Background: an optimization exercise with open tools, aiming at small area, a short achievable clock period and few clock cycles per item. Do not read the settings as production practice.
The RTL was checked by simulation tests, not by an equivalence proof against the original design.
Power and IR drop assume default switching activity.

--- flow/design.v ---
package rrts_pkg;
    localparam int TASK_ID_W = 4;
    localparam int SLEEP_MS_W = 31;
    localparam int TICK_MS_W = 10;
    localparam int NUM_IDS = 1 << TASK_ID_W;
    localparam logic [1:0] CMD_TICK  = 2'd0;
    localparam logic [1:0] CMD_SPAWN = 2'd1;
    localparam logic [1:0] CMD_YIELD = 2'd2;
    localparam logic [1:0] CMD_SLEEP = 2'd3;
    localparam logic [TICK_MS_W-1:0] MS_PER_TICK_RESET = 10'd10;
endpackage
module round_robin_task_scheduler_top #(
    parameter int MAX_TASKS = 16
) (
    input  logic                  clk,
    input  logic                  rst_n,
    input  logic                  cmd_valid,
    output logic                  cmd_ready,
    input  logic [1:0]            cmd_op,
    input  logic [rrts_pkg::TASK_ID_W-1:0]  cmd_task_id,
    input  logic [rrts_pkg::SLEEP_MS_W-1:0] cmd_sleep_ms,
    output logic                  res_valid,
    input  logic                  res_ready,
    output logic [rrts_pkg::TASK_ID_W-1:0]  res_running_task,
    output logic                  res_idle,
    input  logic                  cfg_valid,
    output logic                  cfg_ready,
    input  logic [rrts_pkg::TICK_MS_W-1:0]  cfg_ms_per_tick
);
    localparam int N  = 16;
    localparam int MW = rrts_pkg::SLEEP_MS_W;
    localparam int TW = rrts_pkg::TICK_MS_W;
    localparam int KW = TW + 3;
    logic           a_valid;
    logic [1:0]     a_op;
    logic [3:0]     a_id;
    logic [MW-1:0]  a_ms;
    logic [N-1:0]   rdy, slp, run_oh;
    logic [3:0]     run_id;
    logic [N-1:0]   ex;
    logic [2:0]     cnt [N];
    logic [N-1:0]   bef_q [N];       
    logic [MW-1:0]  elapsed;
    logic [MW-1:0]  ring [N];
    logic [3:0]     ph;
    logic [TW-1:0]  mpt;
    logic [1:0]     f_cnt;
    logic [4:0]     f0, f1;
    logic [KW-1:0]  mul [1:7];
    always_comb
    begin
        mul[1] = KW'(mpt);
        mul[2] = KW'(mpt) << 1;
        mul[3] = (KW'(mpt) << 1) + KW'(mpt);
        mul[4] = KW'(mpt) << 2;
        mul[5] = (KW'(mpt) << 2) + KW'(mpt);
        mul[6] = mul[3] << 1;
        mul[7] = (KW'(mpt) << 3) - KW'(mpt);
    end
    function automatic logic [2:0] ticks_of(input logic [MW-1:0] r,
                                            input logic [KW-1:0] m1, input logic [KW-1:0] m2,
                                            input logic [KW-1:0] m3, input logic [KW-1:0] m4,
                                            input logic [KW-1:0] m5, input logic [KW-1:0] m6,
                                            input logic [KW-1:0] m7);
        logic hi0;
        hi0 = (r[MW-1:KW] == '0);
        if (hi0 && r[KW-1:0] <= m1)      ticks_of = 3'd1;
        else if (hi0 && r[KW-1:0] <= m2) ticks_of = 3'd2;
        else if (hi0 && r[KW-1:0] <= m3) ticks_of = 3'd3;
        else if (hi0 && r[KW-1:0] <= m4) ticks_of = 3'd4;
        else if (hi0 && r[KW-1:0] <= m5) ticks_of = 3'd5;
        else if (hi0 && r[KW-1:0] <= m6) ticks_of = 3'd6;
        else if (hi0 && r[KW-1:0] <= m7) ticks_of = 3'd7;
        else                             ticks_of = 3'd0;
    endfunction
    logic           is_tick, is_spawn, is_yield, is_sleep;
    logic           idle;
    logic [N-1:0]   id_oh;
    logic [N-1:0]   c_one;
    logic           amb;
    logic           fire;
    logic           f_pop;
    logic [N-1:0]   wake;
    logic           spawn_ok, sleep_ok, rot;
    logic [N-1:0]   q;
    logic [N-1:0]   head;
    logic [3:0]     head_id;
    logic [N-1:0]   m1, m2;
    logic           tk;
    assign is_tick  = (a_op == rrts_pkg::CMD_TICK);
    assign is_spawn = (a_op == rrts_pkg::CMD_SPAWN);
    assign is_yield = (a_op == rrts_pkg::CMD_YIELD);
    assign is_sleep = (a_op == rrts_pkg::CMD_SLEEP);
    assign idle     = (run_oh == '0);
    always_comb
    begin
        for (int i = 0; i < N; i++)
        begin
            id_oh[i] = (a_id == 4'(i));
            c_one[i] = (cnt[i] == 3'd1);
        end
    end
    assign amb   = |(slp & ~ex & c_one);
    assign fire  = a_valid && (f_cnt != 2'd2) && !(is_tick && amb);
    assign cmd_ready = !a_valid || fire;
    assign tk       = fire && is_tick;
    assign wake     = slp & ex & c_one;
    assign spawn_ok = fire && is_spawn && !(|(id_oh & (rdy | slp)));
    assign sleep_ok = fire && is_sleep && !idle;
    assign rot      = fire && (is_tick || is_yield || (is_sleep && !idle));
    always_comb
    begin
        if (is_tick)
            q = (rdy != '0) ? rdy : wake;
        else if (is_sleep)
            q = rdy & ~run_oh;
        else
            q = rdy;
    end
    function automatic logic bef(input int i, input int j);
        if (i < j)      bef = bef_q[i][j];
        else if (i > j) bef = !bef_q[j][i];
        else            bef = 1'b0;
    endfunction
    always_comb
    begin
        for (int i = 0; i < N; i++)
        begin
            head[i] = q[i];
            for (int j = 0; j < N; j++)
            begin
                if (j != i)
                begin
                    head[i] = head[i] & (!q[j] || bef(i, j));
                end
            end
        end
        head_id = '0;
        for (int i = 0; i < N; i++)
        begin
            if (head[i]) head_id = head_id | 4'(i);
        end
    end
    assign m1 = spawn_ok ? id_oh : (sleep_ok ? run_oh : '0);
    assign m2 = rot ? head : '0;
    logic [MW-1:0]  rem;
    logic [2:0]     k_eng, k_ms;
    logic [N-1:0]   ph_oh;
    logic [3:0]     wpos;
    logic           cfg_chg;
    assign rem   = ring[0] - elapsed;
    assign k_eng = ticks_of(rem, mul[1], mul[2], mul[3], mul[4], mul[5], mul[6], mul[7]);
    assign k_ms  = ticks_of(a_ms, mul[1], mul[2], mul[3], mul[4], mul[5], mul[6], mul[7]);
    assign wpos  = run_id - ph - 4'd1;
    assign cfg_chg = cfg_valid && (cfg_ms_per_tick != mpt);
    always_comb
    begin
        for (int i = 0; i < N; i++)
        begin
            ph_oh[i] = (ph == 4'(i));
        end
    end
    logic [4:0]     res_new;
    logic [1:0]     f_wpos;
    assign f_pop   = (f_cnt != 2'd0) && res_ready;
    assign res_new = rot ? {(head == '0), head_id} : {idle, run_id};
    assign f_wpos  = f_cnt - {1'b0, f_pop};
    assign res_valid        = (f_cnt != 2'd0);
    assign res_running_task = f0[3:0];
    assign res_idle         = f0[4];
    assign cfg_ready        = 1'b1;
    always_ff @(posedge clk or negedge rst_n)
    begin
        if (!rst_n)
        begin
            a_valid <= 1'b0;
            rdy     <= '0;
            slp     <= '0;
            run_oh  <= '0;
            run_id  <= '0;
            ph      <= '0;
            mpt     <= rrts_pkg::MS_PER_TICK_RESET;
            f_cnt   <= '0;
        end
        else
        begin
            if (cmd_ready)
            begin
                a_valid <= cmd_valid;
            end
            if (spawn_ok)
            begin
                rdy <= rdy | id_oh;
            end
            else if (sleep_ok)
            begin
                rdy <= rdy & ~run_oh;
                slp <= slp | run_oh;
            end
            else if (tk)
            begin
                rdy <= rdy | wake;
                slp <= slp & ~wake;
            end
            if (rot)
            begin
                run_oh <= head;
                run_id <= head_id;
            end
            ph <= ph + 4'd1;
            if (cfg_valid)
            begin
                mpt <= cfg_ms_per_tick;
            end
            f_cnt <= f_cnt + {1'b0, fire} - {1'b0, f_pop};
        end
    end
    always_ff @(posedge clk)
    begin
        if (cmd_ready)
        begin
            a_op <= cmd_op;
            a_id <= cmd_task_id;
            a_ms <= cmd_sleep_ms;
        end
        if (tk)
        begin
            elapsed <= elapsed + MW'(mpt);
        end
        for (int p = 0; p < N; p++)
        begin
            if (sleep_ok && wpos == 4'(p))
                ring[p] <= elapsed + a_ms;
            else
                ring[p] <= ring[(p + 1) % N];
        end
        for (int i = 0; i < N; i++)
        begin
            if (sleep_ok && run_oh[i])
            begin
                cnt[i] <= (k_ms == 3'd0) ? 3'd7 : k_ms;
                ex[i]  <= (k_ms != 3'd0);
            end
            else if (cfg_chg)
            begin
                cnt[i] <= 3'd1;
                ex[i]  <= 1'b0;
            end
            else if (ph_oh[i] && slp[i] && !(tk && wake[i]))
            begin
                if (k_eng == 3'd0)
                begin
                    cnt[i] <= 3'd7;
                    ex[i]  <= 1'b0;
                end
                else
                begin
                    cnt[i] <= tk ? (k_eng - 3'd1) : k_eng;
                    ex[i]  <= 1'b1;
                end
            end
            else if (tk && slp[i])
            begin
                cnt[i] <= cnt[i] - 3'd1;
            end
        end
        for (int i = 0; i < N; i++)
        begin
            for (int j = i + 1; j < N; j++)
            begin
                if (m2[j])
                    bef_q[i][j] <= 1'b1;
                else if (m2[i])
                    bef_q[i][j] <= 1'b0;
                else if (m1[j])
                    bef_q[i][j] <= 1'b1;
                else if (m1[i])
                    bef_q[i][j] <= 1'b0;
                else if (tk && rdy[i] && wake[j])
                    bef_q[i][j] <= 1'b1;
                else if (tk && rdy[j] && wake[i])
                    bef_q[i][j] <= 1'b0;
            end
        end
        if (fire && f_wpos == 2'd0)
            f0 <= res_new;
        else if (f_pop)
            f0 <= f1;
        if (fire && f_wpos == 2'd1)
            f1 <= res_new;
    end
endmodule
--- flow/run.sh ---
#!/bin/bash
# synth_recipe.tcl (not shown) runs the flow's synth.tcl, then flattens the netlist and writes it again
# the make line also repeats each setting of config.mk as NAME=value (left out here)
make -C /OpenROAD-flow-scripts/flow DESIGN_CONFIG=/design/flow/config.mk WORK_HOME=/design/flow/orfs CLKGATE_MAP_FILE= SYNTH_SCRIPT=/design/flow/synth_recipe.tcl finish
--- flow/config.mk ---
export PLATFORM = sky130hd
export DESIGN_NAME = round_robin_task_scheduler_top
export DESIGN_NICKNAME = round_robin_task_scheduler_top
export VERILOG_FILES = /design/flow/design.v
export SDC_FILE = /design/flow/constraint.sdc
export NUM_CORES = 4
export LEC_CHECK = 0
export CAP_MARGIN = 20
export CORE_MARGIN = 2
export CORE_UTILIZATION = 40
export PLACE_DENSITY = 0.6
export SLEW_MARGIN = 20
--- flow/constraint.sdc ---
create_clock -name core_clock -period 6.5 [get_ports {clk}]
set_input_delay 1.3000 -clock core_clock [delete_from_list [all_inputs] [get_ports {clk}]]
set_output_delay 1.3000 -clock core_clock [all_outputs]
set_load 0.01 [all_outputs]
==> flow_results.org <==
** Outcome
- The flow ran to the end and the layout has no timing, DRC or antenna violations.

** STA
- The final number of max-transition violations is 0.
- Relative max-transition margin :: 16.8%
- Unrepaired setup endpoints after global routing :: no
- On the final layout, the worst clock skew is 40.2 ps.
- Clock period minus worst slack :: 6140 ps
- Measured slew at the worst slew-check pin :: 1250 ps
- Crit path setup slack, layout :: 361 ps
- Final worst-path cycle share :: 94.4%
- In the final timing run, aggregate negative setup slack is 0 ps.
- Setup violations remaining at the end of the flow were counted as 0.
- The count of endpoints failing hold in the final timing report was 0.
- Static timing analysis puts the maximum clock frequency at 163 MHz.

** Critical path
- Startpoint type of the worst setup path :: register
- At the worst endpoint, the arrival time is 6550 ps.
- The endpoint identified for the worst register-to-register timing path is cnt[0][1].
- The worst setup path is captured at a register.
- The number of cells on the worst reg-to-reg path is 22.
- Timing startpoint of the critical path :: mpt[1]
- Across all register-to-register paths, the minimum setup slack is 360 ps.
- Max FO, Critical Path :: 16
- Critical path class :: reg2reg
- The startpoint identified for the worst register-to-register timing path is mpt[1].
- For the worst setup path, the data required time is 6910 ps.

** Cells and area
- Most frequent cells in the layout :: 825 x nand2_1, 730 x o21ai_0, 616 x dfxtp_1
- Most frequent standard cell in the layout excluding fill and tap cells :: nand2_1
- From synthesis to final layout, the design area changed by 12.9%.
- Fraction of final layout cells with drive strength greater than 1 :: 8.32%
- Once layout is complete, the utilization of the core stands at 45.6%.
- Net count of the finished layout :: 5,191
- Post-Layout Inst Area :: 47,300 um^2
- Ant diodes :: 0

** Synthesis
- Synthesized instance count :: 4,859
- The synthesized design contains 142 enable-type register cells.
- After synthesis the cells add up to 41,900 um^2.
- Asr flop ratio synth :: 8.34%
- The share of the Yosys chip area taken by registers is 43.8%.
- Synthesis produced a netlist with a net count of 5,197.
- Avg Synthesized Cell Area :: 8.62 um^2
- In this run, synthesis produced a sequential element count of 827.
- In the synthesized netlist the dominant register cell turns out to be dfxtp_1.
- Number of warning messages in the yosys log :: 5
- Number of distinct library cells after synthesis :: 98

** Pwr
- Switching Fraction :: 42.8%
- Power spread over the standard cell area amounts to 527 nW/um^2.
- Combinational logic is responsible for 44.6% of the overall power.
- Internal power :: 14.2 mW
- VDD sags by at most 0.367 mV.
- Switching power summed over all nets :: 10.7 mW
- Sequential cells account for 34.7% of the total power.
- The share of total power dissipated in the clock network is 20.7%.
- In this run the static leakage power is 19.4 nW.

** Route
- In this run, the number of DRC markers left after iteration 0 of detailed routing was 3,619.
- Count of TritonRoute iterations in the first routing pass :: 9
- Overall via count from detail_route :: 36,900
- Average routed wire per standard cell :: 22.4 um
- Routed Antenna Nets :: 0
- After detailed routing, the number of remaining DRC violations is 0.
- Ratio of routed vias to standard cells :: 5.85
- The final layout contains routed wiring with a total length of 141,000 um.

** GRT
- Number of antenna violations at the first check in global routing :: 1
- First-pass GRT wire length :: 215,000 um
- The number of global-route vias before repair was 35,300.
- Total global routing track utilization :: 25.9%
- GRT overflow :: 0
- Entering global routing, the biggest net connects 61 pins.

** Place
- The count of buffers added on input and output ports is 58.
- Detailed placement finished with a half-perimeter wire length of 97,700 um.
- Final weighted congestion of routability-driven global placement :: 1.02
- Minimum setup slack after placement :: 57.0 ps
- Placement Cell Area :: 44,200 um^2

** Die
- For this configuration, the core starts out at a cell density of 40.4%.
- The core region is 104,000 um^2.
- Vertical extent of the die :: 328 um
- After floorplanning, the core was divided into 118 placement rows.
- The die is 328 um wide.
- For this design the top-level I/O count stands at 60.
- The die covers 107,000 um^2.

** Min path
- In this run the worst hold path is classified as reg2reg.
- Worst Hold End :: ring[10][5]
- Hold path depth :: 2
- The startpoint identified for the worst hold timing path is ring[11][5].

** Clocking
- The number of clock buffers added by TritonCTS is 89.
- Root buffer cell :: clkbuf_16
- Clock sink total :: 827
- CTS tree :: done
- Clock-pin slew was measured on the worst setup and hold paths at 60 ps.
- Counting along the longest clock path gives a buffer depth of 3.
- The clock tree synthesis step divided the H-tree into 3 levels.
- Source-to-sink clock delay at the later pin of the worst-skew pair :: 680 ps
- Hold Buf Count CTS :: 0

** Flow run
- Number of maximum-capacitance violations :: 0
-- state kept, by name, summed over array words and instances, names as in the netlist --
signal and count:
rdy 16, a_ms 31, run_id 4, run_oh 16, a_id 4, a_valid 1, ph 4, f_cnt 2
ring 496, a_op 2, bef_q 120, mpt 10, elapsed 31, ex 16, slp 16, f1 5
cnt 48, f0 5
-- synth_stat cells, types with 37 or more instances --
| cell | count | area share (%) |
|---|---|---|
| inv_1 | 158 | 1.4 |
| nand2_1 | 842 | 7.5 |
| ha_1 | 280 | 8.4 |
| a22o_1 | 124 | 2.6 |
| mux2_2 | 37 | 1.0 |
| nand4_1 | 50 | 0.75 |
| a21o_1 | 82 | 1.5 |
| o22ai_1 | 74 | 1.1 |
| dfxtp_1 | 616 | 29 |
| a21oi_1 | 279 | 3.3 |
| xor2_1 | 58 | 1.2 |
| dfrtp_1 | 67 | 4.0 |
| clkbuf_1 | 264 | 2.4 |
| nor2_1 | 229 | 2.1 |
| edfxtp_1 | 142 | 10 |
| xnor2_1 | 77 | 1.6 |
| o21ai_0 | 730 | 8.7 |
| nor3_1 | 62 | 0.74 |
| nand3_1 | 98 | 1.2 |
-- area by class of cell --
class / count / area (um^2)
Timing Repair Buffer: 190 / 1570
Tap cell: 1380 / 1730
Multi-Input combinational cell: 3584 / 22100
Clock inverter: 36 / 359
Inverter: 161 / 604
Fill cell: 10300 / 56400
Clock buffer: 128 / 2600
Sequential cell: 827 / 18300
-- power groups by stage --
stage               clock, mW  combinational, mW  sequential [mW]
floorplan                   0               7.63             7.91
global placement            0               10.8             8.66
detailed placement          0               10.8             8.66
CTS                      5.23               10.9             8.57
global route             5.43               12.3             8.75
finish                   5.15               11.1             8.63
-- metal layers --
metal / share of wire, % / vias to the layer above / global-route usage (%)
met3: 7.3 / 394 / 4.24
met2: 45 / 1555 / 41.8
met4: 4.7 / 0 / 11.1
met5: 0 / - / 0
met1: 43 / 17600 / 34.2
li1: - / 17300 / -
-- timing repair --
action,in CTS,in global routing
resized for setup,0,3
setup endpoints to repair,0,48
buffers inserted,0,3
-- worst max-delay path by stage --
| stage | to | slack [ps] | cells past startpoint |
|---|---|---|---|
| 2_1_floorplan | cnt[8][1] | 990 | 22 |
| 3_5_place_dp | cnt[8][0] | 60 | 22 |
| 4_1_cts | cnt[7][0] | 20 | 22 |
| 6_report | cnt[0][1] | 360 | 22 |
| 3_3_place_gp | cnt[11][0] | 200 | 22 |
| 5_1_grt | cnt[0][1] | 20 | 23 |
-- logic make-up after synthesis --
family,synth area share (%)
multiplexers,1.31
other,0.00896
AO/OA/AOI/OAI,23.2
AND/OR/NAND/NOR,16.0
buffers and inverters,4.08
XOR/XNOR,2.86
adder cells (fa/ha/maj),8.73
flip-flops,43.8
-- worst max-delay path, cell delays in order (launching register included) --
cell	delay [ps]
dfstp_2	690
ha_1	250
inv_1	60
fa_1	410
nor2b_1	180
o211ai_1	160
a32oi_1	330
xnor2_1	140
ha_1	310
nand4_1	90
nor3_1	330
or3b_2	480
a32oi_1	200
a311oi_1	140
a21oi_1	360
o22a_1	270
nand2_1	110
ha_1	280
a21boi_1	170
a311oi_4	270
buf_4	320
mux2i_1	130
a22o_1	210
-- per-stage QoR --
| step | std cells | total power [mW] | hold WS, ps |
|---|---|---|---|
| CTS | 6302 | 24.7 | 405 |
| global route | 6306 | 26.5 | 438 |
| finish | 6306 | 24.9 | 412 |
| global placement | 6138 | 19.4 | 403 |
| detailed placement | 6138 | 19.5 | 411 |
| floorplan | 4859 | 15.5 | 401 |
Testbench counts, summed over its fixed seeds: cycles 13,027, items 12,800.

==> port drivers added, routing unchanged <==
How much do the figures lean on ideal ports? The routed layout below was timed once more, with nothing changed but the port constraints.
Step 1: set_driving_cell puts a clkbuf_16 on clk and a buf_2 on each other input, an assumption about the parent block.
Step 2 times the ports against the registers' clock, not the clock port: input delays grow and output delays shrink by t, the midpoint of the rising clock arrivals with the driver on.
a / b / c = ideal / step 1 / step 2; a / b = the first two.
shift t [ns]: 0.726
slack for setup (ns): 0.361 / 0.361 / 0.361
worst setup path after step 2: register to register
clock arrival spread, ns: 0.042 / 0.042
After both steps this run still meets setup and hold. For this run, drivers alone change the setup slack by 0.000 ns; drivers and shift together by 0.000 ns.
